Source: an optimization exercise on an open RTL-to-GDS flow (aim: small area, a short achievable clock period and few clock cycles per item). Production flows keep margins and buffers that such runs may drop. RTL that was checked went through simulation tests only; none was proved equivalent to the original. No functional check of the RTL was part of run 3.

## flow/design.v (module list and top-level ports; edited modules follow where they fit)
// module mul_unit: 1187 lines
// module mul_final: 137 lines
// module ooo_core: 139 lines
module ooo_core (
    input  wire logic        clk,
    input  wire logic        i_arst_n,
    input  wire logic        i_disp_valid,
    input  wire logic [2:0]  i_disp_op,
    input  wire logic [4:0]  i_disp_rdst,
    input  wire logic [31:0] i_disp_a,
    input  wire logic [31:0] i_disp_b,
    output logic             o_disp_ready,
    output logic             o_ret_valid,
    output logic [4:0]       o_ret_rdst,
    output logic [2:0]       o_ret_tag,
    output logic [31:0]      o_ret_data,
    input  wire logic        i_ret_ready
);
  // ...
==> flow/flow/run.sh <==
#!/bin/bash
# The standard layout (standard.sh, unchanged ORFS steps), with one synthesis option:
# SYNTH_ARGS=-noabc skips the quick "abc -fast" inside Yosys's generic synth, so that
# extract_fa meets the carry-save adder tree as the RTL writes it and maps it onto
# full-adder cells without inverters between them. The main ABC mapping still runs.
# Registers and their names are the same as the standard synthesis's.
# Port buffers: every input and output port still gets its own buffer, but the smallest
# plain buffer rather than a delay buffer; the resizer upsizes the ones that need it.
# Clock tree: no dummy loads and larger sink clusters, for fewer clock cells.
set -euo pipefail
cd "$(dirname "${BASH_SOURCE[0]}")/.."
export SYNTH_ARGS="-noabc"
export BUFFER_PORTS_ARGS="-buffer_cell sky130_fd_sc_hd__buf_1"
export CTS_ARGS="-sink_clustering_enable -repair_clock_nets -dont_use_dummy_load -sink_clustering_size 20 -sink_clustering_max_diameter 100"
bash standard.sh > flow_standard.log 2>&1
==> flow/standard.sh <==
#!/bin/bash
# synth_recipe.tcl (not shown) runs the flow's synth.tcl, then flattens the netlist and writes it again
# the make line also repeats each setting of config.mk as NAME=value (left out here)
make -C /OpenROAD-flow-scripts/flow DESIGN_CONFIG=/design/flow/config.mk WORK_HOME=/design/flow/orfs CLKGATE_MAP_FILE= SYNTH_SCRIPT=/design/flow/synth_recipe.tcl "${@:-finish}"
==> flow/config.mk <==
export PLATFORM = sky130hd
export DESIGN_NAME = ooo_core
export DESIGN_NICKNAME = ooo_core
export VERILOG_FILES = /design/flow/design.v
export SDC_FILE = /design/flow/constraint.sdc
export NUM_CORES = 4
export LEC_CHECK = 0
export CAP_MARGIN = 20
export CORE_MARGIN = 2
export CORE_UTILIZATION = 40
export SETUP_SLACK_MARGIN = 3.0
export SLEW_MARGIN = 20
==> flow/constraint.sdc <==
create_clock -name core_clock -period 6.5 [get_ports {clk}]
set_input_delay 1.3000 -clock core_clock [delete_from_list [all_inputs] [get_ports {clk}]]
set_output_delay 1.3000 -clock core_clock [all_outputs]
set_load 0.01 [all_outputs]
==> impl_metrics.yaml, run 1 <==
outcome:
  outcome: "finished clean"
cells_and_area:
  diodes: 0
  seq_share_pct: 29.1
  final_area_um2: 25900
  buffers: 264
  inverters_excl_clock: 77
  fillers: 5321
  multi_input_area_um2: 14700
  area_delta_synth_final_pct: 11.9
logic_synthesis:
  synth_fa_ha_area_share_pct: 26.9
  synth.area.top_cells: "edfxtp_1 32%, fa_1 20%, xnor2_1 14%, a22oi_1 8.3%, ha_1 7.3%"
  synth_top_family_by_area: "adder cells"
  synth_cell_type_count: 58
  yosysWarnings: 1
  ys.flop_type: "edfxtp_1"
  yosysTopAreaCellShare_pct: 31.9
worst_setup_path:
  cp-endpoint: "out_q[30]"
  r2r-start: "cs2[52]"
  slowest_stage: "fa_1"
  rr_endpoint: "out_q[30]"
  ff2ff_path_depth: 10
floorplanning:
  coreArea_um2: 57500
timing:
  finalHoldWorstSlack_ns: 0.423
  fin_tns_setup_ns: 0
  min_period_over_period_pct: 55.0
clock_tree:
  path_clk_slew_ns: 0.08
route:
  drt_first_iter_violations: 1997
  viasPerCell: 5.97
  drc: 0
placement:
  dpl.hpwl_um: 49100
  dp.cells: 2779
Testbench counts, summed over its fixed seeds: cycles 9,148, items 8,000.
==> run 2, diff against run 1 <==
--- a/flow/config.mk
+++ b/flow/config.mk
@@ -8,5 +8,5 @@
 export CAP_MARGIN = 20
 export CORE_MARGIN = 2
 export CORE_UTILIZATION = 40
-export SETUP_SLACK_MARGIN = 3.0
+export SETUP_SLACK_MARGIN = 3.1
 export SLEW_MARGIN = 20
==> run 2 against run 1 <==
Effect of this change: clock skew down 0.013 ns; clock-buffer cell count stayed put; setup slack better by 0.12 ns; maximum frequency up 3.6%.
==> impl_metrics.yaml, run 2 <==
worst_setup_path:
  crit_family: "compound AO/OA/AOI/OAI gates"
  crit_arrival_ns: 3.71
  slowest_stage: "fa_1"
  worst-path-stages: 10
  ff2ff_path_depth: 10
  crit_type: "flip-flop to flip-flop"
  worstPathCellList: "fa_1, fa_1, ha_4, a21o_1, a21o_1, a221oi_2, o21ai_1, a311o_2, o31ai_4, xnor2_2"
  start_kind: "flip-flop"
  cp-end-kind: "flip-flop"
  critPathBufInv: 0
  cp_max_fo: 4
  cp_slowest_stage_delay_ns: 0.56
  ff2ff_setup_slack_ns: 3.05
  crit_required_ns: 6.76
logic_synthesis:
  synth_largest_area_cell: "edfxtp_1"
  yosysWarnings: 1
  yosys.cell_count.top_type: "xnor2_1"
  avgSynthCellArea_um2: 11.3
  synth_cell_type_count: 58
  synth-edff-count: 246
  ys.flop_type: "edfxtp_1"
  yosysTopAreaCellShare_pct: 31.9
  synthCells: 2050
  yosys_register_bits: 252
  synth_area_um2: 23100
  synth_common_cells: "357 x xnor2_1, 257 x a22oi_1, 246 x edfxtp_1, 227 x fa_1, 144 x clkbuf_1"
  synthArstFlopShare_pct: 2.38
  synth_nets: 2487
  synth.area.top_cells: "edfxtp_1 32%, fa_1 20%, xnor2_1 14%, a22oi_1 8.3%, ha_1 7.3%"
  synth-seq-area-share_pct: 32.6
clock_tree:
  cts.sinks: 252
  root_buffer: "clkbuf_16"
  cts_buffers: 17
  path_clk_slew_ns: 0.08
  cts_tree: "yes"
  clock_latency_ns: 0.53
  h-tree-depth: 1
  clock_path_buffers: 3
placement:
  dp_slack_ns: 2.64
  portBuffers: 117
  gp_congestion: 0.922
  dpl.hpwl_um: 49700
global_routing:
  gr-usage-all-layers_pct: 23.8
  grt_pass1_vias: 17700
  grt.overflow.total: 0
  antenna_found_initial: 2
  grt_pass1_wl_um: 109000
  grt_max_degree: 76
timing:
  max_freq_ghz: 0.290
  fin_tns_setup_ns: 0
  hold_viol_final: 0
  rsz0062_at_grt: "yes"
  finalHoldWorstSlack_ns: 0.423
  skew_ns: 0.0333
  min_period_over_period_pct: 53.1
  tightest_slew_ns: 0.984
  relSlewSlack_pct: 34.1
  finalWorstSetupSlack_ns: 3.05
  post-route-min-period_ns: 3.45
  drv_slew: 0
  setup_viol: 0
route:
  vias: 17400
  firstDrtPassIters: 7
  drt_first_iter_violations: 2008
  drc: 0
  avgRoutedWirePerCell_um: 24.8
  viasPerCell: 5.97
  postRouteAntennaNets: 0
  finalWirelength_um: 72200
min_path:
  whs_path_depth: 0
  hp-class: "flip-flop to flip-flop"
cells_and_area:
  seqCellArea_um2: 7540
  reg.largest.list: "cs2: 97 flops, out_q: 37 flops, a1: 32 flops"
  drive_above_1_share_pct: 11.0
  multi_input_area_um2: 14700
  largest_register: "cs2"
  area_delta_synth_final_pct: 12.0
  fillers: 5349
  mostFrequentLayoutCells: "355 x xnor2_1, 254 x a22oi_1, 246 x edfxtp_1, 226 x fa_1, 129 x ha_1"
  largest_reg_flops: 97
  nNetsFinal: 2581
  final_common_cell: "xnor2_1"
  diodes: 0
floorplanning:
  coreArea_um2: 57500
  die_w_um: 244
  die_y_um: 244
  rows: 88
  initial_core_util_pct: 40.2
  ios: 118
  die-area_um2: 59700
job:
  maxCapViolCount: 0
outcome:
  outcome: "finished clean"
run 2: what timing repair did:
action,CTS,global route
endpoints found under the hold margin,0,0
setup buffers,81,23
gates resized for setup,13,26
pin swaps,12,13
cloned,0,1
endpoints found under the setup margin,94,28
hold buffers,0,0
run 2: kinds of logic after synthesis:
group / count (synthesis) / share of synthesized area, %
AOI/OAI and AO/OA: 508 / 15.4
xor gates and xnor gates: 373 / 14.1
adders and majority gates: 361 / 26.9
buffers and inverters: 268 / 4.44
and+or+nand+nor: 253 / 4.85
DFF: 252 / 32.6
muxes: 35 / 1.70
run 2: worst paths after layout:
kind,from,to
min in group asynchronous,i_arst_n,v1
hold / removal,rdst1[2],rdst2[2]
max in group asynchronous,i_arst_n,tag_q[2]
hold reg to reg,rdst1[2],rdst2[2]
setup / recovery,cs2[52],out_q[28]
setup reg to reg,cs2[52],out_q[28]
run 2: worst register-to-register path, stage by stage, from the launching register on:
cell and delay, ns:
edfxtp_1 0.41, fa_1 0.56, fa_1 0.46, ha_4 0.25, a21o_1 0.16, a21o_1 0.18
a221oi_2 0.29, o21ai_1 0.09, a311o_2 0.41, o31ai_4 0.23, xnor2_2 0.14
run 2: layer usage:
metal  GRT usage [%]  part of all wire (%)  vias to the layer above
li1                -                     -                     7445
met1            32.1                    41                     8684
met2            37.9                    46                     1041
met3            4.64                   9.7                      193
met4            9.16                   4.2                        2
met5               0                 0.015                        -
run 2: stage by stage:
stage	instances	utilization, %	area, um2
CTS	2883	44.4	25500
detailed placement	2785	42.0	24100
global route	2907	45.1	25900
finish	2907	45.1	25900
floorplan	2050	-	23200
global placement	2783	42.0	24100
run 2: area by class of cell:
type,count,share of cell area [%]
Inverter,77,1.12
Multi-Input combinational cell,1531,56.8
Timing Repair Buffer,265,7.63
Tap cell,765,3.70
Sequential cell,252,29.1
Clock buffer,17,1.64
==> module mul_final, before the edit <==
module mul_final (
    input  wire logic [96:0] i_cs,
    output logic      [31:0] o_sum
);
    wire fs1;
    wire fc2;
    wire fs3;
    wire fc4;
    wire fs5;
    wire fc6;
    wire fs7;
    wire fc8;
    wire fs9;
    wire fc10;
    wire fs11;
    wire fc12;
    wire fs13;
    wire fc14;
    wire fs15;
    wire fc16;
    wire fs17;
    wire fc18;
    wire fs19;
    wire fc20;
    wire fs21;
    wire fc22;
    wire fs23;
    wire fc24;
    wire fs25;
    wire fc26;
    wire fs27;
    wire fc28;
    wire fs29;
    wire fc30;
    wire fs31;
    wire fc32;
    wire fs33;
    wire fc34;
    wire fs35;
    wire fc36;
    wire fs37;
    wire fc38;
    wire fs39;
    wire fc40;
    wire fs41;
    wire fc42;
    wire fs43;
    wire fc44;
    wire fs45;
    wire fc46;
    wire fs47;
    wire fc48;
    wire fs49;
    wire fc50;
    wire fs51;
    wire fc52;
    wire fs53;
    wire fc54;
    wire fs55;
    wire fc56;
    wire fs57;
    wire fc58;
    wire fs59;
    wire fc60;
    wire fs61;
    wire fc62;
    wire fs63;
    wire fc64;
    assign fs1 = i_cs[24] ^ i_cs[25] ^ i_cs[26];
    assign fc2 = (i_cs[24] & i_cs[25]) | (i_cs[24] & i_cs[26]) | (i_cs[25] & i_cs[26]);
    assign fs3 = i_cs[28] ^ i_cs[29];
    assign fc4 = i_cs[28] & i_cs[29];
    assign fs5 = i_cs[30] ^ i_cs[31];
    assign fc6 = i_cs[30] & i_cs[31];
    assign fs7 = i_cs[32] ^ i_cs[33];
    assign fc8 = i_cs[32] & i_cs[33];
    assign fs9 = i_cs[34] ^ i_cs[35];
    assign fc10 = i_cs[34] & i_cs[35];
    assign fs11 = i_cs[36] ^ i_cs[37] ^ i_cs[38];
    assign fc12 = (i_cs[36] & i_cs[37]) | (i_cs[36] & i_cs[38]) | (i_cs[37] & i_cs[38]);
    assign fs13 = i_cs[39] ^ fc10;
    assign fc14 = i_cs[39] & fc10;
    assign fs15 = i_cs[40] ^ i_cs[41] ^ fc12;
    assign fc16 = (i_cs[40] & i_cs[41]) | (i_cs[40] & fc12) | (i_cs[41] & fc12);
    assign fs17 = i_cs[42] ^ i_cs[43] ^ i_cs[44];
    assign fc18 = (i_cs[42] & i_cs[43]) | (i_cs[42] & i_cs[44]) | (i_cs[43] & i_cs[44]);
    assign fs19 = i_cs[45] ^ fs17;
    assign fc20 = i_cs[45] & fs17;
    assign fs21 = i_cs[46] ^ i_cs[47] ^ i_cs[48];
    assign fc22 = (i_cs[46] & i_cs[47]) | (i_cs[46] & i_cs[48]) | (i_cs[47] & i_cs[48]);
    assign fs23 = i_cs[49] ^ fc18 ^ fs21;
    assign fc24 = (i_cs[49] & fc18) | (i_cs[49] & fs21) | (fc18 & fs21);
    assign fs25 = i_cs[50] ^ i_cs[51] ^ i_cs[52];
    assign fc26 = (i_cs[50] & i_cs[51]) | (i_cs[50] & i_cs[52]) | (i_cs[51] & i_cs[52]);
    assign fs27 = i_cs[53] ^ fc22 ^ fs25;
    assign fc28 = (i_cs[53] & fc22) | (i_cs[53] & fs25) | (fc22 & fs25);
    assign fs29 = i_cs[54] ^ i_cs[55] ^ i_cs[56];
    assign fc30 = (i_cs[54] & i_cs[55]) | (i_cs[54] & i_cs[56]) | (i_cs[55] & i_cs[56]);
    assign fs31 = i_cs[57] ^ fc26 ^ fs29;
    assign fc32 = (i_cs[57] & fc26) | (i_cs[57] & fs29) | (fc26 & fs29);
    assign fs33 = i_cs[58] ^ i_cs[59] ^ i_cs[60];
    assign fc34 = (i_cs[58] & i_cs[59]) | (i_cs[58] & i_cs[60]) | (i_cs[59] & i_cs[60]);
    assign fs35 = i_cs[61] ^ fc30 ^ fs33;
    assign fc36 = (i_cs[61] & fc30) | (i_cs[61] & fs33) | (fc30 & fs33);
    assign fs37 = i_cs[62] ^ i_cs[63] ^ i_cs[64];
    assign fc38 = (i_cs[62] & i_cs[63]) | (i_cs[62] & i_cs[64]) | (i_cs[63] & i_cs[64]);
    assign fs39 = i_cs[65] ^ fc34 ^ fs37;
    assign fc40 = (i_cs[65] & fc34) | (i_cs[65] & fs37) | (fc34 & fs37);
    assign fs41 = i_cs[66] ^ i_cs[67] ^ i_cs[68];
    assign fc42 = (i_cs[66] & i_cs[67]) | (i_cs[66] & i_cs[68]) | (i_cs[67] & i_cs[68]);
    assign fs43 = i_cs[69] ^ fc38 ^ fs41;
    assign fc44 = (i_cs[69] & fc38) | (i_cs[69] & fs41) | (fc38 & fs41);
    assign fs45 = i_cs[70] ^ i_cs[71] ^ i_cs[72];
    assign fc46 = (i_cs[70] & i_cs[71]) | (i_cs[70] & i_cs[72]) | (i_cs[71] & i_cs[72]);
    assign fs47 = i_cs[73] ^ fc42 ^ fs45;
    assign fc48 = (i_cs[73] & fc42) | (i_cs[73] & fs45) | (fc42 & fs45);
    assign fs49 = i_cs[74] ^ i_cs[75] ^ i_cs[76];
    assign fc50 = (i_cs[74] & i_cs[75]) | (i_cs[74] & i_cs[76]) | (i_cs[75] & i_cs[76]);
    assign fs51 = i_cs[77] ^ fc46 ^ fs49;
    assign fc52 = (i_cs[77] & fc46) | (i_cs[77] & fs49) | (fc46 & fs49);
    assign fs53 = i_cs[78] ^ i_cs[79] ^ i_cs[80];
    assign fc54 = (i_cs[78] & i_cs[79]) | (i_cs[78] & i_cs[80]) | (i_cs[79] & i_cs[80]);
    assign fs55 = i_cs[81] ^ fc50 ^ fs53;
    assign fc56 = (i_cs[81] & fc50) | (i_cs[81] & fs53) | (fc50 & fs53);
    assign fs57 = i_cs[82] ^ i_cs[83] ^ i_cs[84];
    assign fc58 = (i_cs[82] & i_cs[83]) | (i_cs[82] & i_cs[84]) | (i_cs[83] & i_cs[84]);
    assign fs59 = i_cs[85] ^ fc54 ^ fs57;
    assign fc60 = (i_cs[85] & fc54) | (i_cs[85] & fs57) | (fc54 & fs57);
    assign fs61 = i_cs[86] ^ i_cs[87] ^ i_cs[88];
    assign fc62 = (i_cs[86] & i_cs[87]) | (i_cs[86] & i_cs[88]) | (i_cs[87] & i_cs[88]);
    assign fs63 = i_cs[89] ^ fc58 ^ fs61;
    assign fc64 = (i_cs[89] & fc58) | (i_cs[89] & fs61) | (fc58 & fs61);
    wire [31:0] fx, fy;
    assign fx = {i_cs[90] ^ i_cs[91] ^ i_cs[92] ^ i_cs[93] ^ i_cs[94] ^ i_cs[95] ^ i_cs[96] ^ fc62 ^ fc64, fc60, fc56, fc52, fc48, fc44, fc40, fc36, fc32, fc28, fc24, fc20, fs19, fc14, fs11, fc8, fc6, fc4, fs3, i_cs[27], i_cs[22], i_cs[20], i_cs[18], i_cs[16], i_cs[14], i_cs[12], i_cs[10], i_cs[8], i_cs[6], i_cs[4], i_cs[2], i_cs[0]};
    assign fy = {1'b0, fs63, fs59, fs55, fs51, fs47, fs43, fs39, fs35, fs31, fs27, fs23, fc16, fs15, fs13, fs9, fs7, fs5, fc2, fs1, i_cs[23], i_cs[21], i_cs[19], i_cs[17], i_cs[15], i_cs[13], i_cs[11], i_cs[9], i_cs[7], i_cs[5], i_cs[3], i_cs[1]};
    assign o_sum = fx + fy;
endmodule
==> run 3, diff against run 2 <==
--- a/flow/design.v
+++ b/flow/design.v
@@ -1326,7 +1326,10 @@
     wire [31:0] fx, fy;
     assign fx = {i_cs[90] ^ i_cs[91] ^ i_cs[92] ^ i_cs[93] ^ i_cs[94] ^ i_cs[95] ^ i_cs[96] ^ fc62 ^ fc64, fc60, fc56, fc52, fc48, fc44, fc40, fc36, fc32, fc28, fc24, fc20, fs19, fc14, fs11, fc8, fc6, fc4, fs3, i_cs[27], i_cs[22], i_cs[20], i_cs[18], i_cs[16], i_cs[14], i_cs[12], i_cs[10], i_cs[8], i_cs[6], i_cs[4], i_cs[2], i_cs[0]};
     assign fy = {1'b0, fs63, fs59, fs55, fs51, fs47, fs43, fs39, fs35, fs31, fs27, fs23, fc16, fs15, fs13, fs9, fs7, fs5, fc2, fs1, i_cs[23], i_cs[21], i_cs[19], i_cs[17], i_cs[15], i_cs[13], i_cs[11], i_cs[9], i_cs[7], i_cs[5], i_cs[3], i_cs[1]};
-    assign o_sum = fx + fy;
+    wire [19:0] lo = fx[18:0] + fy[18:0];
+    wire [12:0] hi0 = fx[31:19] + fy[31:19];
+    wire [12:0] hi1 = fx[31:19] + fy[31:19] + 1'b1;
+    assign o_sum = {lo[19] ? hi1 : hi0, lo[18:0]};
 endmodule
 `default_nettype wire
 `timescale 1ns/1ps
--- a/flow/flow/run.sh
+++ b/flow/flow/run.sh
@@ -6,10 +6,10 @@
 # Registers and their names are the same as the standard synthesis's.
 # Port buffers: every input and output port still gets its own buffer, but the smallest
 # plain buffer rather than a delay buffer; the resizer upsizes the ones that need it.
-# Clock tree: no dummy loads and larger sink clusters, for fewer clock cells.
+# Clock tree: no dummy loads, for fewer clock cells.
 set -euo pipefail
 cd "$(dirname "${BASH_SOURCE[0]}")/.."
 export SYNTH_ARGS="-noabc"
 export BUFFER_PORTS_ARGS="-buffer_cell sky130_fd_sc_hd__buf_1"
-export CTS_ARGS="-sink_clustering_enable -repair_clock_nets -dont_use_dummy_load -sink_clustering_size 20 -sink_clustering_max_diameter 100"
+export CTS_ARGS="-sink_clustering_enable -repair_clock_nets -dont_use_dummy_load"
 bash standard.sh > flow_standard.log 2>&1
==> run 3 against run 2 <==
Effect of this change: critical path type unchanged; global-route usage up 0.19 points; first-iteration DRC count decreased by 0.60%; worst hold slack worse by 0.0054 ns; wire length increased by 0.74%; utilization grew 0.99 points; setup slack got worse by 0.093 ns; final cell count about the same; largest cell class unchanged.
==> impl_metrics.yaml, run 3 <==
min_path:
  whs_path_depth: 0
  hp-class: "flip-flop to flip-flop"
timing:
  tightest_slew_ns: 0.992
  relSlewSlack_pct: 33.6
  fin_tns_setup_ns: 0
  finalHoldWorstSlack_ns: 0.417
  min_period_over_period_pct: 54.5
  setup_viol: 0
  drv_slew: 0
  max_freq_ghz: 0.282
  hold_viol_final: 0
  finalWorstSetupSlack_ns: 2.96
  skew_ns: 0.0273
  post-route-min-period_ns: 3.54
  rsz0062_at_grt: "yes"
outcome:
  outcome: "finished clean"
route:
  avgRoutedWirePerCell_um: 25.0
  drt_first_iter_violations: 1996
  drc: 0
  viasPerCell: 5.97
  firstDrtPassIters: 8
  vias: 17400
  postRouteAntennaNets: 0
  finalWirelength_um: 72800
logic_synthesis:
  synthCells: 2039
  synth.area.top_cells: "edfxtp_1 32%, fa_1 20%, xnor2_1 14%, a22oi_1 10%, ha_1 7.3%"
  synthArstFlopShare_pct: 2.38
  synth_common_cells: "373 x xnor2_1, 321 x a22oi_1, 246 x edfxtp_1, 228 x fa_1, 137 x clkbuf_1"
  avgSynthCellArea_um2: 11.4
  synth_area_um2: 23300
  synth_nets: 2478
  yosys.cell_count.top_type: "xnor2_1"
  synth-edff-count: 246
  synth-seq-area-share_pct: 32.4
  yosysWarnings: 1
  synth_cell_type_count: 65
  yosys_register_bits: 252
  ys.flop_type: "edfxtp_1"
  yosysTopAreaCellShare_pct: 31.7
  synth_largest_area_cell: "edfxtp_1"
clock_tree:
  clock_path_buffers: 3
  ctsHoldBuffers: 0
  cts_buffers: 29
  path_clk_slew_ns: 0.05
  h-tree-depth: 1
  cts.sinks: 252
  root_buffer: "clkbuf_16"
  clock_latency_ns: 0.57
  cts_tree: "yes"
cells_and_area:
  mostFrequentLayoutCells: "369 x xnor2_1, 312 x a22oi_1, 246 x edfxtp_1, 220 x fa_1, 128 x ha_1"
  largest_reg_flops: 97
  largest_register: "cs2"
  diodes: 0
  nNetsFinal: 2585
  final_area_um2: 26500
  reg.largest.list: "cs2: 97 flops, out_q: 37 flops, a1: 32 flops"
  finish.utilization_pct: 46.1
  area_delta_synth_final_pct: 13.9
  drive_above_1_share_pct: 12.7
  fillers: 5221
  final_common_cell: "xnor2_1"
  stdcell_count: 2909
worst_setup_path:
  cp-end-kind: "flip-flop"
  cp_max_fo: 3
  critPathBufInv: 0
  crit_type: "flip-flop to flip-flop"
  crit_required_ns: 6.79
  ff2ff_setup_slack_ns: 2.96
  worstPathCellList: "fa_1, fa_1, fa_2, a21o_1, a221o_1, a22o_1, nand4b_4, nand4bb_4, nor4_4, xnor2_1"
  cp_common_cell: "fa_1"
  crit_family: "adder cells"
  ff2ff_path_depth: 10
  crit_arrival_ns: 3.83
  cp_slowest_stage_delay_ns: 0.57
  slowest_stage: "fa_1"
  worst-path-stages: 10
  start_kind: "flip-flop"
placement:
  dpl.hpwl_um: 48700
  dp.cells: 2768
  dp_slack_ns: 2.60
  placed_cell_area_um2: 24300
  gp_congestion: 0.906
  portBuffers: 117
job:
  maxCapViolCount: 0
floorplanning:
  coreArea_um2: 57600
  die_y_um: 245
  ios: 118
  die_w_um: 245
  rows: 88
  initial_core_util_pct: 40.4
  die-area_um2: 60200
global_routing:
  grt_pass1_vias: 17700
  antenna_found_initial: 1
  grt_pass1_wl_um: 110000
  grt_max_degree: 124
  gr-usage-all-layers_pct: 24.0
  grt.overflow.total: 0
[run 3: kinds of logic after synthesis]
group,after synthesis,share of synthesized area [%]
AO/OA/AOI/OAI,478,14.5
adder cells (fa/ha/maj),363,26.9
multiplexers,48,2.26
XOR/XNOR,388,14.6
AND/OR/NAND/NOR,232,4.79
flip-flops,252,32.4
buffers and inverters,278,4.61
[run 3: final timing paths]
check,endpoint,start
worst min-delay path,out_q[32],rdst2[0]
worst min register to register,out_q[32],rdst2[0]
worst max-delay path,out_q[31],cs2[46]
max in group asynchronous,v2,i_arst_n
worst max register to register,out_q[31],cs2[46]
min in group asynchronous,out_v,i_arst_n
[run 3: repair_timing]
item,in CTS,in global routing
pin swaps,8,11
endpoints found under the setup margin,91,30
cloned,1,0
setup buffers,92,19
gates resized for setup,26,39
[run 3: area by class of cell]
cell class	instances	area, um2	area share [%]
Timing Repair Buffer	266	2010	7.56
Multi-Input combinational cell	1510	15000	56.4
Inverter	87	327	1.23
Sequential cell	252	7540	28.4
Tap cell	765	957	3.61
Clock buffer	29	726	2.74
[run 3: worst register-to-register path, cell delays in order (launching register included)]
cell and delay [ns]:
edfxtp_1 0.39, fa_1 0.57, fa_1 0.46, fa_2 0.39, a21o_1 0.21, a221o_1 0.34
a22o_1 0.21, nand4b_4 0.19, nand4bb_4 0.28, nor4_4 0.18, xnor2_1 0.09
[run 3: layer usage]
| metal | wire length, um | share of wire, % | global-route usage (%) | up-vias |
|---|---|---|---|---|
| met2 | 32800 | 45 | 37.3 | 1069 |
| met5 | 0 | 0 | 0 | - |
| met1 | 29900 | 41 | 33.0 | 8682 |
| met3 | 6880 | 9.4 | 4.52 | 214 |
| li1 | - | - | - | 7411 |
| met4 | 3210 | 4.4 | 9.43 | 0 |
==> run 4, diff against run 3 <==
--- a/flow/design.v
+++ b/flow/design.v
@@ -1260,7 +1260,7 @@
     wire fs63;
     wire fc64;
     assign fs1 = i_cs[24] ^ i_cs[25] ^ i_cs[26];
-    assign fc2 = (i_cs[24] & i_cs[25]) | (i_cs[24] & i_cs[26]) | (i_cs[25] & i_cs[26]);
+    assign fc2 = (i_cs[24] ^ i_cs[25]) ? i_cs[26] : i_cs[24];
     assign fs3 = i_cs[28] ^ i_cs[29];
     assign fc4 = i_cs[28] & i_cs[29];
     assign fs5 = i_cs[30] ^ i_cs[31];
@@ -1270,66 +1270,63 @@
     assign fs9 = i_cs[34] ^ i_cs[35];
     assign fc10 = i_cs[34] & i_cs[35];
     assign fs11 = i_cs[36] ^ i_cs[37] ^ i_cs[38];
-    assign fc12 = (i_cs[36] & i_cs[37]) | (i_cs[36] & i_cs[38]) | (i_cs[37] & i_cs[38]);
+    assign fc12 = (i_cs[36] ^ i_cs[37]) ? i_cs[38] : i_cs[36];
     assign fs13 = i_cs[39] ^ fc10;
     assign fc14 = i_cs[39] & fc10;
     assign fs15 = i_cs[40] ^ i_cs[41] ^ fc12;
-    assign fc16 = (i_cs[40] & i_cs[41]) | (i_cs[40] & fc12) | (i_cs[41] & fc12);
+    assign fc16 = (i_cs[40] ^ i_cs[41]) ? fc12 : i_cs[40];
     assign fs17 = i_cs[42] ^ i_cs[43] ^ i_cs[44];
-    assign fc18 = (i_cs[42] & i_cs[43]) | (i_cs[42] & i_cs[44]) | (i_cs[43] & i_cs[44]);
+    assign fc18 = (i_cs[42] ^ i_cs[43]) ? i_cs[44] : i_cs[42];
     assign fs19 = i_cs[45] ^ fs17;
     assign fc20 = i_cs[45] & fs17;
     assign fs21 = i_cs[46] ^ i_cs[47] ^ i_cs[48];
-    assign fc22 = (i_cs[46] & i_cs[47]) | (i_cs[46] & i_cs[48]) | (i_cs[47] & i_cs[48]);
+    assign fc22 = (i_cs[46] ^ i_cs[47]) ? i_cs[48] : i_cs[46];
     assign fs23 = i_cs[49] ^ fc18 ^ fs21;
-    assign fc24 = (i_cs[49] & fc18) | (i_cs[49] & fs21) | (fc18 & fs21);
+    assign fc24 = (i_cs[49] ^ fc18) ? fs21 : i_cs[49];
     assign fs25 = i_cs[50] ^ i_cs[51] ^ i_cs[52];
-    assign fc26 = (i_cs[50] & i_cs[51]) | (i_cs[50] & i_cs[52]) | (i_cs[51] & i_cs[52]);
+    assign fc26 = (i_cs[50] ^ i_cs[51]) ? i_cs[52] : i_cs[50];
     assign fs27 = i_cs[53] ^ fc22 ^ fs25;
-    assign fc28 = (i_cs[53] & fc22) | (i_cs[53] & fs25) | (fc22 & fs25);
+    assign fc28 = (i_cs[53] ^ fc22) ? fs25 : i_cs[53];
     assign fs29 = i_cs[54] ^ i_cs[55] ^ i_cs[56];
-    assign fc30 = (i_cs[54] & i_cs[55]) | (i_cs[54] & i_cs[56]) | (i_cs[55] & i_cs[56]);
+    assign fc30 = (i_cs[54] ^ i_cs[55]) ? i_cs[56] : i_cs[54];
     assign fs31 = i_cs[57] ^ fc26 ^ fs29;
-    assign fc32 = (i_cs[57] & fc26) | (i_cs[57] & fs29) | (fc26 & fs29);
+    assign fc32 = (i_cs[57] ^ fc26) ? fs29 : i_cs[57];
     assign fs33 = i_cs[58] ^ i_cs[59] ^ i_cs[60];
-    assign fc34 = (i_cs[58] & i_cs[59]) | (i_cs[58] & i_cs[60]) | (i_cs[59] & i_cs[60]);
+    assign fc34 = (i_cs[58] ^ i_cs[59]) ? i_cs[60] : i_cs[58];
     assign fs35 = i_cs[61] ^ fc30 ^ fs33;
-    assign fc36 = (i_cs[61] & fc30) | (i_cs[61] & fs33) | (fc30 & fs33);
+    assign fc36 = (i_cs[61] ^ fc30) ? fs33 : i_cs[61];
     assign fs37 = i_cs[62] ^ i_cs[63] ^ i_cs[64];
-    assign fc38 = (i_cs[62] & i_cs[63]) | (i_cs[62] & i_cs[64]) | (i_cs[63] & i_cs[64]);
+    assign fc38 = (i_cs[62] ^ i_cs[63]) ? i_cs[64] : i_cs[62];
     assign fs39 = i_cs[65] ^ fc34 ^ fs37;
-    assign fc40 = (i_cs[65] & fc34) | (i_cs[65] & fs37) | (fc34 & fs37);
+    assign fc40 = (i_cs[65] ^ fc34) ? fs37 : i_cs[65];
     assign fs41 = i_cs[66] ^ i_cs[67] ^ i_cs[68];
-    assign fc42 = (i_cs[66] & i_cs[67]) | (i_cs[66] & i_cs[68]) | (i_cs[67] & i_cs[68]);
+    assign fc42 = (i_cs[66] ^ i_cs[67]) ? i_cs[68] : i_cs[66];
     assign fs43 = i_cs[69] ^ fc38 ^ fs41;
-    assign fc44 = (i_cs[69] & fc38) | (i_cs[69] & fs41) | (fc38 & fs41);
+    assign fc44 = (i_cs[69] ^ fc38) ? fs41 : i_cs[69];
     assign fs45 = i_cs[70] ^ i_cs[71] ^ i_cs[72];
-    assign fc46 = (i_cs[70] & i_cs[71]) | (i_cs[70] & i_cs[72]) | (i_cs[71] & i_cs[72]);
+    assign fc46 = (i_cs[70] ^ i_cs[71]) ? i_cs[72] : i_cs[70];
     assign fs47 = i_cs[73] ^ fc42 ^ fs45;
-    assign fc48 = (i_cs[73] & fc42) | (i_cs[73] & fs45) | (fc42 & fs45);
+    assign fc48 = (i_cs[73] ^ fc42) ? fs45 : i_cs[73];
     assign fs49 = i_cs[74] ^ i_cs[75] ^ i_cs[76];
-    assign fc50 = (i_cs[74] & i_cs[75]) | (i_cs[74] & i_cs[76]) | (i_cs[75] & i_cs[76]);
+    assign fc50 = (i_cs[74] ^ i_cs[75]) ? i_cs[76] : i_cs[74];
     assign fs51 = i_cs[77] ^ fc46 ^ fs49;
-    assign fc52 = (i_cs[77] & fc46) | (i_cs[77] & fs49) | (fc46 & fs49);
+    assign fc52 = (i_cs[77] ^ fc46) ? fs49 : i_cs[77];
     assign fs53 = i_cs[78] ^ i_cs[79] ^ i_cs[80];
-    assign fc54 = (i_cs[78] & i_cs[79]) | (i_cs[78] & i_cs[80]) | (i_cs[79] & i_cs[80]);
+    assign fc54 = (i_cs[78] ^ i_cs[79]) ? i_cs[80] : i_cs[78];
     assign fs55 = i_cs[81] ^ fc50 ^ fs53;
-    assign fc56 = (i_cs[81] & fc50) | (i_cs[81] & fs53) | (fc50 & fs53);
+    assign fc56 = (i_cs[81] ^ fc50) ? fs53 : i_cs[81];
     assign fs57 = i_cs[82] ^ i_cs[83] ^ i_cs[84];
-    assign fc58 = (i_cs[82] & i_cs[83]) | (i_cs[82] & i_cs[84]) | (i_cs[83] & i_cs[84]);
+    assign fc58 = (i_cs[82] ^ i_cs[83]) ? i_cs[84] : i_cs[82];
     assign fs59 = i_cs[85] ^ fc54 ^ fs57;
-    assign fc60 = (i_cs[85] & fc54) | (i_cs[85] & fs57) | (fc54 & fs57);
+    assign fc60 = (i_cs[85] ^ fc54) ? fs57 : i_cs[85];
     assign fs61 = i_cs[86] ^ i_cs[87] ^ i_cs[88];
-    assign fc62 = (i_cs[86] & i_cs[87]) | (i_cs[86] & i_cs[88]) | (i_cs[87] & i_cs[88]);
+    assign fc62 = (i_cs[86] ^ i_cs[87]) ? i_cs[88] : i_cs[86];
     assign fs63 = i_cs[89] ^ fc58 ^ fs61;
-    assign fc64 = (i_cs[89] & fc58) | (i_cs[89] & fs61) | (fc58 & fs61);
+    assign fc64 = (i_cs[89] ^ fc58) ? fs61 : i_cs[89];
     wire [31:0] fx, fy;
     assign fx = {i_cs[90] ^ i_cs[91] ^ i_cs[92] ^ i_cs[93] ^ i_cs[94] ^ i_cs[95] ^ i_cs[96] ^ fc62 ^ fc64, fc60, fc56, fc52, fc48, fc44, fc40, fc36, fc32, fc28, fc24, fc20, fs19, fc14, fs11, fc8, fc6, fc4, fs3, i_cs[27], i_cs[22], i_cs[20], i_cs[18], i_cs[16], i_cs[14], i_cs[12], i_cs[10], i_cs[8], i_cs[6], i_cs[4], i_cs[2], i_cs[0]};
     assign fy = {1'b0, fs63, fs59, fs55, fs51, fs47, fs43, fs39, fs35, fs31, fs27, fs23, fc16, fs15, fs13, fs9, fs7, fs5, fc2, fs1, i_cs[23], i_cs[21], i_cs[19], i_cs[17], i_cs[15], i_cs[13], i_cs[11], i_cs[9], i_cs[7], i_cs[5], i_cs[3], i_cs[1]};
-    wire [19:0] lo = fx[18:0] + fy[18:0];
-    wire [12:0] hi0 = fx[31:19] + fy[31:19];
-    wire [12:0] hi1 = fx[31:19] + fy[31:19] + 1'b1;
-    assign o_sum = {lo[19] ? hi1 : hi0, lo[18:0]};
+    assign o_sum = fx + fy;
 endmodule
 `default_nettype wire
 `timescale 1ns/1ps
--- a/flow/flow/run.sh
+++ b/flow/flow/run.sh
@@ -6,10 +6,10 @@
 # Registers and their names are the same as the standard synthesis's.
 # Port buffers: every input and output port still gets its own buffer, but the smallest
 # plain buffer rather than a delay buffer; the resizer upsizes the ones that need it.
-# Clock tree: no dummy loads, for fewer clock cells.
+# Clock tree: no dummy loads and larger sink clusters, for fewer clock cells.
 set -euo pipefail
 cd "$(dirname "${BASH_SOURCE[0]}")/.."
 export SYNTH_ARGS="-noabc"
 export BUFFER_PORTS_ARGS="-buffer_cell sky130_fd_sc_hd__buf_1"
-export CTS_ARGS="-sink_clustering_enable -repair_clock_nets -dont_use_dummy_load"
+export CTS_ARGS="-sink_clustering_enable -repair_clock_nets -dont_use_dummy_load -sink_clustering_size 20 -sink_clustering_max_diameter 100"
 bash standard.sh > flow_standard.log 2>&1
--- a/flow/config.mk
+++ b/flow/config.mk
@@ -8,5 +8,5 @@
 export CAP_MARGIN = 20
 export CORE_MARGIN = 2
 export CORE_UTILIZATION = 40
-export SETUP_SLACK_MARGIN = 3.1
+export SETUP_SLACK_MARGIN = 3.25
 export SLEW_MARGIN = 20
==> run 4 against run 3 <==
Effect of this change: die area is 1.2% higher; via count rose by 3.6%; final cell count grew 1.7%; critical path depth fell by 3; sequential cell count unchanged; wire length up 4.0%; clock-buffer cell count decreased by 13.
==> impl_metrics.yaml, run 4 <==
global_routing:
  antenna_found_initial: 1
  grt.overflow.total: 0
  grt_pass1_wl_um: 114000
  grt_pass1_vias: 18500
  grt_max_degree: 146
  gr-usage-all-layers_pct: 24.9
timing:
  hold_viol_final: 0
  drv_slew: 0
  max_freq_ghz: 0.307
  finalWorstSetupSlack_ns: 3.24
  post-route-min-period_ns: 3.26
  relSlewSlack_pct: 33.6
  rsz0062_at_grt: "yes"
  min_period_over_period_pct: 50.2
  fin_tns_setup_ns: 0
  skew_ns: 0.0489
  tightest_slew_ns: 0.992
  setup_viol: 0
worst_setup_path:
  critPathBufInv: 1
  crit_arrival_ns: 3.51
  worstPathCellList: "buf_6, a22oi_1, xnor2_2, fa_2, fa_1, fa_1, fa_1"
  start_kind: "flip-flop"
  crit_family: "adder cells"
  cp_max_fo: 7
  crit_required_ns: 6.75
  cp-end-kind: "flip-flop"
  cp_common_cell: "fa_1"
  slowest_stage: "edfxtp_1"
  cp_slowest_stage_delay_ns: 0.56
  crit_type: "flip-flop to flip-flop"
route:
  drt_first_iter_violations: 2336
  firstDrtPassIters: 6
  vias: 18000
  avgRoutedWirePerCell_um: 25.6
  viasPerCell: 6.08
  finalWirelength_um: 75700
  drc: 0
  postRouteAntennaNets: 0
cells_and_area:
  largest_reg_flops: 97
  drive_above_1_share_pct: 18.3
  largest_register: "cs2"
  reg.largest.list: "cs2: 97 flops, out_q: 37 flops, a1: 32 flops"
  final_common_cell: "xnor2_1"
  nNetsFinal: 2606
  mostFrequentLayoutCells: "374 x xnor2_1, 246 x edfxtp_1, 206 x a22oi_1, 157 x fa_1, 127 x ha_1"
  area_delta_synth_final_pct: 15.3
  final_area_um2: 27200
logic_synthesis:
  yosysTopAreaCellShare_pct: 31.3
  synthCells: 2088
  synth_common_cells: "392 x xnor2_1, 256 x a22oi_1, 246 x edfxtp_1, 201 x fa_1, 145 x clkbuf_1"
  synthArstFlopShare_pct: 2.38
  avgSynthCellArea_um2: 11.3
  synth-seq-area-share_pct: 32.0
  synth.area.top_cells: "edfxtp_1 31%, fa_1 17%, xnor2_1 15%, a22oi_1 8.2%, ha_1 7.1%"
  synth_area_um2: 23600
  synth_cell_type_count: 63
  yosys_register_bits: 252
  ys.flop_type: "edfxtp_1"
  yosysWarnings: 1
  yosys.cell_count.top_type: "xnor2_1"
  synth_nets: 2499
  synth-edff-count: 246
  synth_largest_area_cell: "edfxtp_1"
outcome:
  outcome: "finished clean"
clock_tree:
  cts.sinks: 252
  cts_tree: "yes"
  clock_path_buffers: 3
  h-tree-depth: 1
  root_buffer: "clkbuf_16"
  clock_latency_ns: 0.53
  cts_buffers: 16
  path_clk_slew_ns: 0.09
placement:
  placed_cell_area_um2: 24600
  gp_congestion: 0.896
  dpl.hpwl_um: 49300
  dp_slack_ns: 2.72
  portBuffers: 117
floorplanning:
  ios: 118
  rows: 88
  die-area_um2: 60900
  die_w_um: 247
  initial_core_util_pct: 40.6
  coreArea_um2: 58000
  die_y_um: 247
job:
  maxCapViolCount: 0
min_path:
  hp-class: "flip-flop to flip-flop"
==> run 4: area by class of cell <==
type                       count  area (um2)
fill                        5250       30800
multi-input combinational   1559       15600
sequential                   252        7540
timing repair buffer         285        2390
tap                          765         957
clock buffer                  16         400
inverter                      81         304
antenna                        1        2.50
==> run 4: path summary, 6_finish.rpt <==
check	end	depth (start not counted)	from	slack [ns]
worst min-delay path	out_q[33]	0	rdst2[1]	0.42
min in group asynchronous	out_v	1	i_arst_n	0.63
max in group asynchronous	v2	1	i_arst_n	5.63
worst min register to register	out_q[33]	0	rdst2[1]	0.42
worst max-delay path	cs2[85]	7	a1[1]	3.24
worst max register to register	cs2[85]	7	a1[1]	3.24
==> run 4: repair_timing <==
item	in CTS	in global routing
hold endpoints to repair	0	0
gates cloned	3	0
pin swaps	40	62
setup endpoints to repair	108	142
setup buffers	111	11
hold buffers	0	0
gates resized for setup	99	99
==> run 4: cells by family (layout without fill, tap and decap cells) <==
logic type               after synthesis  after routing  synth area share, %
flip-flops                           252            252                 32.0
AO/OA/AOI/OAI                        509            509                 15.4
multiplexers                          68             68                 3.24
XOR/XNOR                             429            429                 15.9
AND/OR/NAND/NOR                      203            203                 4.10
other                                  0              1                    0
buffers and inverters                277            382                 4.53
adder cells (fa/ha/maj)              350            350                 24.8
==> run 4: worst reg2reg max path: stages, from the launching register on <==
cell and delay, ns:
edfxtp_1 0.56, buf_6 0.21, a22oi_1 0.27, xnor2_2 0.19, fa_2 0.48, fa_1 0.40, fa_1 0.44, fa_1 0.44
==> run 4: through the flow <==
step	hold slack [ns]	util, %	std cells
CTS	0.424	45.9	2947
finish	0.423	46.9	2959
detailed placement	0.405	42.3	2817
global route	0.432	46.8	2958
floorplan	0.400	-	2088
global placement	0.401	42.3	2817
==> run 4: per-layer routing <==
layer  GRT usage, %  vias to the layer above  share of wire (%)
li1               -                     7665                  -
met1           32.8                     8838                 39
met2           38.2                     1211                 44
met3           6.94                      281                 12
met4           10.9                        0                4.7
met5              0                        -                  0
Testbench counts of run 4, summed over its fixed seeds: cycles 9,148, items 8,000.
==> run 5, diff against run 4 <==
--- a/flow/config.mk
+++ b/flow/config.mk
@@ -8,5 +8,5 @@
 export CAP_MARGIN = 20
 export CORE_MARGIN = 2
 export CORE_UTILIZATION = 40
-export SETUP_SLACK_MARGIN = 3.25
+export SETUP_SLACK_MARGIN = 3.1
 export SLEW_MARGIN = 20
==> run 5 against run 4 <==
Effect of this change: still clean; register-to-register slack got worse by 0.11 ns; setup slack got worse by 0.11 ns; die area unchanged; clock skew decreased by 0.0026 ns; maximum frequency down 3.3%; global-route usage down 1.7 points; critical path type unchanged; highest routed layer unchanged.
==> impl_metrics.yaml, run 5 <==
outcome:
  outcome: "finished clean"
floorplanning:
  die_y_um: 247
  initial_core_util_pct: 40.6
  coreArea_um2: 58000
  rows: 88
  die_w_um: 247
  ios: 118
  die-area_um2: 60900
route:
  postRouteAntennaNets: 0
  drt_first_iter_violations: 2166
  avgRoutedWirePerCell_um: 24.4
  finalWirelength_um: 71800
  drc: 0
  viasPerCell: 5.97
  vias: 17600
  firstDrtPassIters: 6
timing:
  hold_viol_final: 0
  tightest_slew_ns: 0.979
  drv_slew: 0
  rsz0062_at_grt: "yes"
  fin_tns_setup_ns: 0
  skew_ns: 0.0463
  min_period_over_period_pct: 51.9
  post-route-min-period_ns: 3.37
  max_freq_ghz: 0.296
  relSlewSlack_pct: 34.5
  setup_viol: 0
min_path:
  hp-class: "flip-flop to flip-flop"
  worstHoldStart: "rev1"
global_routing:
  grt.overflow.total: 0
  gr-usage-all-layers_pct: 23.2
  grt_pass1_wl_um: 108000
  grt_max_degree: 135
  antenna_found_initial: 0
  grt_pass1_vias: 17800
worst_setup_path:
  startpoint: "a1[10]"
  crit_required_ns: 6.75
  cp-end-kind: "flip-flop"
  cp_common_cell: "fa_1"
  start_kind: "flip-flop"
  crit_family: "adder cells"
  slowest_stage: "fa_1"
  r2r-start: "a1[10]"
  cp_max_fo: 9
  crit_arrival_ns: 3.62
  crit_type: "flip-flop to flip-flop"
  critPathBufInv: 2
  cp_slowest_stage_delay_ns: 0.54
  worstPathCellList: "buf_4, buf_4, a22oi_1, xnor2_1, fa_1, fa_1, fa_1, fa_1"
clock_tree:
  h-tree-depth: 1
  clock_path_buffers: 3
  cts_tree: "yes"
  clock_latency_ns: 0.53
  cts_buffers: 17
  root_buffer: "clkbuf_16"
  path_clk_slew_ns: 0.08
  cts.sinks: 252
placement:
  placed_cell_area_um2: 24500
  portBuffers: 117
  gp_congestion: 0.895
  dpl.hpwl_um: 48800
logic_synthesis:
  yosys.cell_count.top_type: "xnor2_1"
  avgSynthCellArea_um2: 11.3
  synth.area.top_cells: "edfxtp_1 31%, fa_1 17%, xnor2_1 15%, a22oi_1 8.2%, ha_1 7.1%"
  synth_area_um2: 23600
  ys.flop_type: "edfxtp_1"
  synth-edff-count: 246
  synthArstFlopShare_pct: 2.38
  yosysWarnings: 1
  synth_largest_area_cell: "edfxtp_1"
  yosys_register_bits: 252
  yosysTopAreaCellShare_pct: 31.3
  synthCells: 2088
  synth_common_cells: "392 x xnor2_1, 256 x a22oi_1, 246 x edfxtp_1, 201 x fa_1, 145 x clkbuf_1"
  synth_nets: 2499
  synth-seq-area-share_pct: 32.0
  synth_cell_type_count: 63
cells_and_area:
  diodes: 0
  largest_register: "cs2"
  drive_above_1_share_pct: 13.3
  finish.utilization_pct: 45.5
  seqCellArea_um2: 7540
  final_common_cell: "xnor2_1"
  largest_reg_flops: 97
  multi_input_area_um2: 15100
  area_delta_synth_final_pct: 12.0
  mostFrequentLayoutCells: "388 x xnor2_1, 246 x edfxtp_1, 240 x a22oi_1, 194 x fa_1, 132 x ha_1"
  reg.largest.list: "cs2: 97 flops, out_q: 37 flops, a1: 32 flops"
  final_area_um2: 26400
  fillers: 5273
  nNetsFinal: 2589
job:
  maxCapViolCount: 0
-- run 5: repair_timing --
item | CTS | global route
pin swaps | 0 | 20
setup endpoints to repair | 63 | 60
gates resized for setup | 11 | 51
hold buffers | 0 | 0
setup buffers | 81 | 29
-- run 5: metal layers --
layer  GRT usage, %  part of all wire [%]  routed length (um)
met1           31.7                    42               29800
met2           36.8                    45               32500
met3           4.18                   9.3                6700
met4           8.50                   3.8                2740
met5              0                     0                   0
-- run 5: kinds of logic after synthesis --
group / Yosys count / share of synthesized area, %
compound gates: 509 / 15.4
xor+xnor: 429 / 15.9
fa+ha+maj: 350 / 24.8
buf+inv: 277 / 4.53
flops: 252 / 32.0
mux: 68 / 3.24
simple gates: 203 / 4.10
-- run 5: layout make-up --
type                    count  share of cell area [%]
clock buffers              17                    1.61
inverters                  81                    1.15
multi-input cells        1559                    57.3
flip-flops and latches    252                    28.6
well taps                 765                    3.63
repair buffers            267                    7.72
-- run 5: worst paths after layout --
check	end	slack, ns	depth (start not counted)
min in group asynchronous	tag_q[0]	0.63	1
max in group asynchronous	out_v	5.63	1
max	cs2[77]	3.13	8
min	rev2	0.41	0
max reg2reg	cs2[77]	3.13	8
min reg2reg	rev2	0.41	0
-- run 5: stage by stage --
| step | hold slack (ns) | cells | worst slack [ns] |
|---|---|---|---|
| floorplan | 0.400 | 2088 | 2.13 |
| global placement | 0.400 | 2813 | 2.57 |
| detailed placement | 0.407 | 2814 | 2.59 |
| CTS | 0.416 | 2912 | 3.10 |
| finish | 0.413 | 2941 | 3.13 |
| global route | 0.421 | 2941 | 3.07 |
==> run 6, diff against run 5 <==
--- a/flow/config.mk
+++ b/flow/config.mk
@@ -5,8 +5,8 @@
 export SDC_FILE = /design/flow/constraint.sdc
 export NUM_CORES = 4
 export LEC_CHECK = 0
-export CAP_MARGIN = 20
+export CAP_MARGIN = 5
 export CORE_MARGIN = 2
 export CORE_UTILIZATION = 40
 export SETUP_SLACK_MARGIN = 3.1
-export SLEW_MARGIN = 20
+export SLEW_MARGIN = 5
==> run 6 against run 5 <==
Effect of this change: clock-buffer cell count unchanged; critical endpoint is now cs2[41]; sequential share of layout area down 0.061 points; still clean on timing, DRC and antenna; highest routed layer is now met5.
==> impl_metrics.yaml, run 6 <==
cells_and_area:
  drive_above_1_share_pct: 13.3
  seqCellArea_um2: 7540
  mostFrequentLayoutCells: "389 x xnor2_1, 246 x edfxtp_1, 241 x a22oi_1, 193 x fa_1, 131 x ha_1"
  final_common_cell: "xnor2_1"
  largest_register: "cs2"
  nNetsFinal: 2592
  final_area_um2: 26500
  fillers: 5328
  reg.largest.list: "cs2: 97 flops, out_q: 37 flops, a1: 32 flops"
  area_delta_synth_final_pct: 12.2
  largest_reg_flops: 97
  multi_input_area_um2: 15100
timing:
  drv_slew: 0
  max_freq_ghz: 0.294
  fin_tns_setup_ns: 0
  tightest_slew_ns: 0.956
  skew_ns: 0.0546
  post-route-min-period_ns: 3.41
  relSlewSlack_pct: 36.0
  setup_viol: 0
  rsz0062_at_grt: "yes"
  min_period_over_period_pct: 52.4
  hold_viol_final: 0
floorplanning:
  die_y_um: 247
  ios: 118
  die-area_um2: 60900
  initial_core_util_pct: 40.6
  rows: 88
  die_w_um: 247
  coreArea_um2: 58000
placement:
  placed_cell_area_um2: 24500
  gp_congestion: 0.895
  portBuffers: 117
  dpl.hpwl_um: 48800
route:
  postRouteAntennaNets: 0
  viasPerCell: 5.97
  vias: 17600
  drt_first_iter_violations: 2155
  firstDrtPassIters: 9
  finalWirelength_um: 71700
  drc: 0
  avgRoutedWirePerCell_um: 24.3
worst_setup_path:
  crit_required_ns: 6.76
  crit_type: "flip-flop to flip-flop"
  slowest_stage: "fa_1"
  critPathBufInv: 2
  crit_arrival_ns: 3.66
  cp_max_fo: 10
  cp_slowest_stage_delay_ns: 0.64
  start_kind: "flip-flop"
  cp_common_cell: "fa_1"
  cp-end-kind: "flip-flop"
  worstPathCellList: "buf_4, buf_4, a22oi_1, xnor2_1, fa_1, fa_1, ha_1, fa_1"
  crit_family: "adder cells"
clock_tree:
  path_clk_slew_ns: 0.09
  cts.sinks: 252
  cts_buffers: 17
  clock_path_buffers: 3
  h-tree-depth: 1
  clock_latency_ns: 0.54
  cts_tree: "yes"
  root_buffer: "clkbuf_16"
logic_synthesis:
  yosysTopAreaCellShare_pct: 31.3
  synth_largest_area_cell: "edfxtp_1"
  synth.area.top_cells: "edfxtp_1 31%, fa_1 17%, xnor2_1 15%, a22oi_1 8.2%, ha_1 7.1%"
  synth-seq-area-share_pct: 32.0
  synth_nets: 2499
  yosys.cell_count.top_type: "xnor2_1"
  yosysWarnings: 1
  synth_common_cells: "392 x xnor2_1, 256 x a22oi_1, 246 x edfxtp_1, 201 x fa_1, 145 x clkbuf_1"
  synth_area_um2: 23600
  synth-edff-count: 246
  synthArstFlopShare_pct: 2.38
  ys.flop_type: "edfxtp_1"
  avgSynthCellArea_um2: 11.3
  synthCells: 2088
  synth_cell_type_count: 63
  yosys_register_bits: 252
outcome:
  outcome: "finished clean"
global_routing:
  grt_pass1_wl_um: 108000
  gr-usage-all-layers_pct: 23.2
  grt.overflow.total: 0
  grt_max_degree: 135
  antenna_found_initial: 1
  grt_pass1_vias: 17600
job:
  maxCapViolCount: 0
min_path:
  hp-class: "flip-flop to flip-flop"
## run 6: cell counts after synthesis
No cell type changed its count.
## run 6: worst reg2reg max path, cell delays in order, from the launching register on
cell and delay [ns]:
edfxtp_1 0.46, buf_4 0.17, buf_4 0.19, a22oi_1 0.29, xnor2_1 0.15, fa_1 0.48, fa_1 0.64, ha_1 0.28
fa_1 0.47
## run 6: repair_timing
item                       4_1_cts  5_1_grt
resized for setup               11       51
setup endpoints to repair       95       61
buffers inserted                82       32
pin swaps                        2       15
hold buffers                     0        0
## run 6: worst paths after layout
check,start,to,slack (ns),cells past startpoint
worst min register to register,rev1,rev2,0.41,0
worst max-delay path,one1[6],cs2[41],3.09,8
min in group asynchronous,i_arst_n,v2,0.62,1
worst min-delay path,rev1,rev2,0.41,0
worst max register to register,one1[6],cs2[41],3.09,8
max in group asynchronous,i_arst_n,tag_q[2],5.64,1
## run 6: layout make-up
class	instances	share of cell area, %
multi-input cells	1559	57.2
flip-flops and latches	252	28.5
repair buffers	270	7.96
well taps	765	3.62
clock buffers	17	1.61
inverters	81	1.15
diodes	1	0.00946
## run 6: logic make-up (layout without fill, tap and decap cells)
logic type	count (synthesis)	after routing	synth area share [%]
DFF	252	252	32.0
and+or+nand+nor	203	203	4.10
other	0	1	0
AOI/OAI and AO/OA	509	509	15.4
buffers and inverters	277	368	4.53
xor gates and xnor gates	429	429	15.9
muxes	68	68	3.24
adders and majority gates	350	350	24.8
## run 6: stage by stage
stage | hold WS [ns] | worst slack [ns] | instances | util [%]
after floorplan | 0.400 | 2.13 | 2088 | -
after global placement | 0.400 | 2.57 | 2813 | 42.3
after detailed placement | 0.407 | 2.58 | 2813 | 42.3
after CTS | 0.415 | 3.08 | 2912 | 44.6
after global routing | 0.427 | 3.01 | 2944 | 45.6
final | 0.415 | 3.09 | 2945 | 45.6
## run 6: layer usage
layer,part of all wire (%),vias to the layer above,GRT usage [%]
met5,0.047,-,0
met4,4.1,2,8.65
met3,9.1,210,3.83
met2,45,1046,36.9
met1,42,8686,31.9
li1,-,7625,-
==> run 7, diff against run 6 <==
--- a/flow/flow/run.sh
+++ b/flow/flow/run.sh
@@ -11,5 +11,5 @@
 cd "$(dirname "${BASH_SOURCE[0]}")/.."
 export SYNTH_ARGS="-noabc"
 export BUFFER_PORTS_ARGS="-buffer_cell sky130_fd_sc_hd__buf_1"
-export CTS_ARGS="-sink_clustering_enable -repair_clock_nets -dont_use_dummy_load -sink_clustering_size 20 -sink_clustering_max_diameter 100"
+export CTS_ARGS="-sink_clustering_enable -repair_clock_nets -dont_use_dummy_load -sink_clustering_size 25 -sink_clustering_max_diameter 100"
 bash standard.sh > flow_standard.log 2>&1
--- a/flow/config.mk
+++ b/flow/config.mk
@@ -5,8 +5,8 @@
 export SDC_FILE = /design/flow/constraint.sdc
 export NUM_CORES = 4
 export LEC_CHECK = 0
-export CAP_MARGIN = 5
+export CAP_MARGIN = 20
 export CORE_MARGIN = 2
 export CORE_UTILIZATION = 40
 export SETUP_SLACK_MARGIN = 3.1
-export SLEW_MARGIN = 5
+export SLEW_MARGIN = 20
==> run 7 against run 6 <==
Effect of this change: worst hold slack better by 0.014 ns; area after synthesis unchanged; global-route usage about the same; largest cell class unchanged; clock-buffer cell count fell by 3; sequential cell count stayed put; still clean on timing, DRC and antenna; non-clock buffer count down 19; sequential share of layout area up 0.47 points; clock skew shrank 0.031 ns; register-to-register slack barely moved.
==> impl_metrics.yaml, run 7 <==
worst_setup_path:
  ff2ff_path_depth: 7
  slowest_stage: "edfxtp_1"
  crit_required_ns: 6.76
  cp-end-kind: "flip-flop"
  crit_family: "adder cells"
  crit_arrival_ns: 3.66
  worstPathCellList: "a22oi_1, xnor2_1, fa_1, fa_1, fa_1, ha_1, ha_1"
  cp_common_cell: "fa_1"
  critPathBufInv: 0
  cp_max_fo: 10
  crit_type: "flip-flop to flip-flop"
  worst-path-stages: 7
  cp_slowest_stage_delay_ns: 0.63
  ff2ff_setup_slack_ns: 3.11
  start_kind: "flip-flop"
timing:
  post-route-min-period_ns: 3.39
  setup_viol: 0
  skew_ns: 0.0240
  finalHoldWorstSlack_ns: 0.429
  min_period_over_period_pct: 52.2
  relSlewSlack_pct: 33.3
  fin_tns_setup_ns: 0
  tightest_slew_ns: 0.997
  hold_viol_final: 0
  drv_slew: 0
  rsz0062_at_grt: "yes"
  max_freq_ghz: 0.295
global_routing:
  grt.overflow.total: 0
  grt_pass1_wl_um: 107000
  gr-usage-all-layers_pct: 23.2
  grt_max_degree: 135
  grt_pass1_vias: 17600
  antenna_found_initial: 1
cells_and_area:
  mostFrequentLayoutCells: "391 x xnor2_1, 249 x a22oi_1, 246 x edfxtp_1, 200 x fa_1, 132 x ha_1"
  final_area_um2: 26000
  drive_above_1_share_pct: 11.6
  diodes: 0
  reg.largest.list: "cs2: 97 flops, out_q: 37 flops, a1: 32 flops"
  largest_register: "cs2"
  nNetsFinal: 2570
  area_delta_synth_final_pct: 10.4
  final_common_cell: "xnor2_1"
  largest_reg_flops: 97
route:
  viasPerCell: 5.95
  vias: 17400
  firstDrtPassIters: 6
  drt_first_iter_violations: 2236
  avgRoutedWirePerCell_um: 24.5
  postRouteAntennaNets: 0
  drc: 0
  finalWirelength_um: 71500
placement:
  placed_cell_area_um2: 24500
  gp_congestion: 0.895
  dpl.hpwl_um: 48800
  portBuffers: 117
clock_tree:
  path_clk_slew_ns: 0.10
  cts_buffers: 14
  h-tree-depth: 1
  ctsHoldBuffers: 0
  cts_tree: "yes"
  clock_path_buffers: 3
  root_buffer: "clkbuf_16"
  cts.sinks: 252
  clock_latency_ns: 0.52
min_path:
  hp-class: "flip-flop to flip-flop"
  whs_path_depth: 0
logic_synthesis:
  yosysTopAreaCellShare_pct: 31.3
  synth-seq-area-share_pct: 32.0
  synth_area_um2: 23600
  synth-edff-count: 246
  synth.area.top_cells: "edfxtp_1 31%, fa_1 17%, xnor2_1 15%, a22oi_1 8.2%, ha_1 7.1%"
  yosys_register_bits: 252
  yosys.cell_count.top_type: "xnor2_1"
  synth_nets: 2499
  ys.flop_type: "edfxtp_1"
  synth_cell_type_count: 63
  yosysWarnings: 1
  synthArstFlopShare_pct: 2.38
  synth_common_cells: "392 x xnor2_1, 256 x a22oi_1, 246 x edfxtp_1, 201 x fa_1, 145 x clkbuf_1"
  avgSynthCellArea_um2: 11.3
  synthCells: 2088
  synth_largest_area_cell: "edfxtp_1"
outcome:
  outcome: "finished clean"
floorplanning:
  coreArea_um2: 58000
  ios: 118
  initial_core_util_pct: 40.6
  die_w_um: 247
  rows: 88
  die_y_um: 247
  die-area_um2: 60900
job:
  maxCapViolCount: 0
run 7: logic make-up after synthesis:
| kind of cell | after synthesis | synth area share, % |
|---|---|---|
| AOI/OAI and AO/OA | 509 | 15.4 |
| xor gates and xnor gates | 429 | 15.9 |
| adders and majority gates | 350 | 24.8 |
| buffers and inverters | 277 | 4.53 |
| DFF | 252 | 32.0 |
| and+or+nand+nor | 203 | 4.10 |
| muxes | 68 | 3.24 |
run 7: timing repair:
item,in CTS,in global routing
gates resized for setup,8,25
setup buffers,77,17
setup endpoints to repair,60,58
pin swaps,0,9
run 7: area by class of cell:
type	instances	area (um2)
Clock buffer	14	350
Fill cell	5310	32000
Inverter	81	304
Multi-Input combinational cell	1559	15000
Sequential cell	252	7540
Tap cell	765	957
Timing Repair Buffer	251	1830
run 7: worst paths after layout:
kind / from / to
max: one1[11] / cs2[89]
min: rdst2[3] / out_q[35]
max reg2reg: one1[11] / cs2[89]
min reg2reg: rdst2[3] / out_q[35]
max in group asynchronous: i_arst_n / tag_q[2]
min in group asynchronous: i_arst_n / tag_q[0]
run 7: per-stage QoR:
| stage | utilization (%) | std cells | worst slack, ns |
|---|---|---|---|
| 2_1_floorplan | - | 2088 | 2.13 |
| 3_3_place_gp | 42.3 | 2813 | 2.57 |
| 3_5_place_dp | 42.3 | 2814 | 2.59 |
| 4_1_cts | 44.4 | 2905 | 3.09 |
| 5_1_grt | 44.8 | 2922 | 3.08 |
| 6_report | 44.8 | 2922 | 3.11 |
run 7: per-layer routing:
metal	vias to the layer above	global-route usage [%]	routed length [um]	part of all wire [%]
li1	7581	-	-	-
met1	8604	31.8	29900	42
met2	997	36.8	32000	45
met3	189	3.95	6530	9.1
met4	2	8.91	3140	4.4
met5	-	0	11	0.015
run 7: worst register-to-register path: stages (launching register included):
cell and delay, ns:
edfxtp_1 0.63, a22oi_1 0.33, xnor2_1 0.19, fa_1 0.49, fa_1 0.52, fa_1 0.50
ha_1 0.22, ha_1 0.27

## separate check: timing with driven ports
The flow's constraints put no driver on any port. The routed layouts listed below were extracted and timed again, unchanged, in two steps.
Step 1, drivers: a clkbuf_16 drives clk and a buf_2 each remaining input, both assumed.
Step 2 adds t to the input delays and takes it off the output delays; t is the mean of the earliest and latest rising clock arrival at the registers after step 1. Input paths then give back, and output paths get back, about the clock's delay inside the block.
Slacks: ideal ports / drivers / drivers and shift; pairs: ideal ports / drivers.
run	t, ns	setup WS [ns]	worst register clock-pin slew, ns
run 1	0.581	2.927 / 2.927 / 2.683	0.10 / 0.10
run 2	0.572	3.049 / 3.049 / 2.828	0.09 / 0.09
run 3	0.621	2.956 / 2.956 / 2.886	0.06 / 0.06
run 4	0.574	3.239 / 3.239 / 2.921	0.09 / 0.09
run 5	0.576	3.127 / 3.127 / 2.676	0.09 / 0.09
run 6	0.581	3.094 / 3.094 / 2.668	0.09 / 0.09
run 7	0.575	3.108 / 3.108 / 2.693	0.11 / 0.11
After both steps setup and hold are still met in every run listed. The setup slack of run 5, which loses most, moves by 0.000 ns with the drivers and by -0.451 ns with both steps.
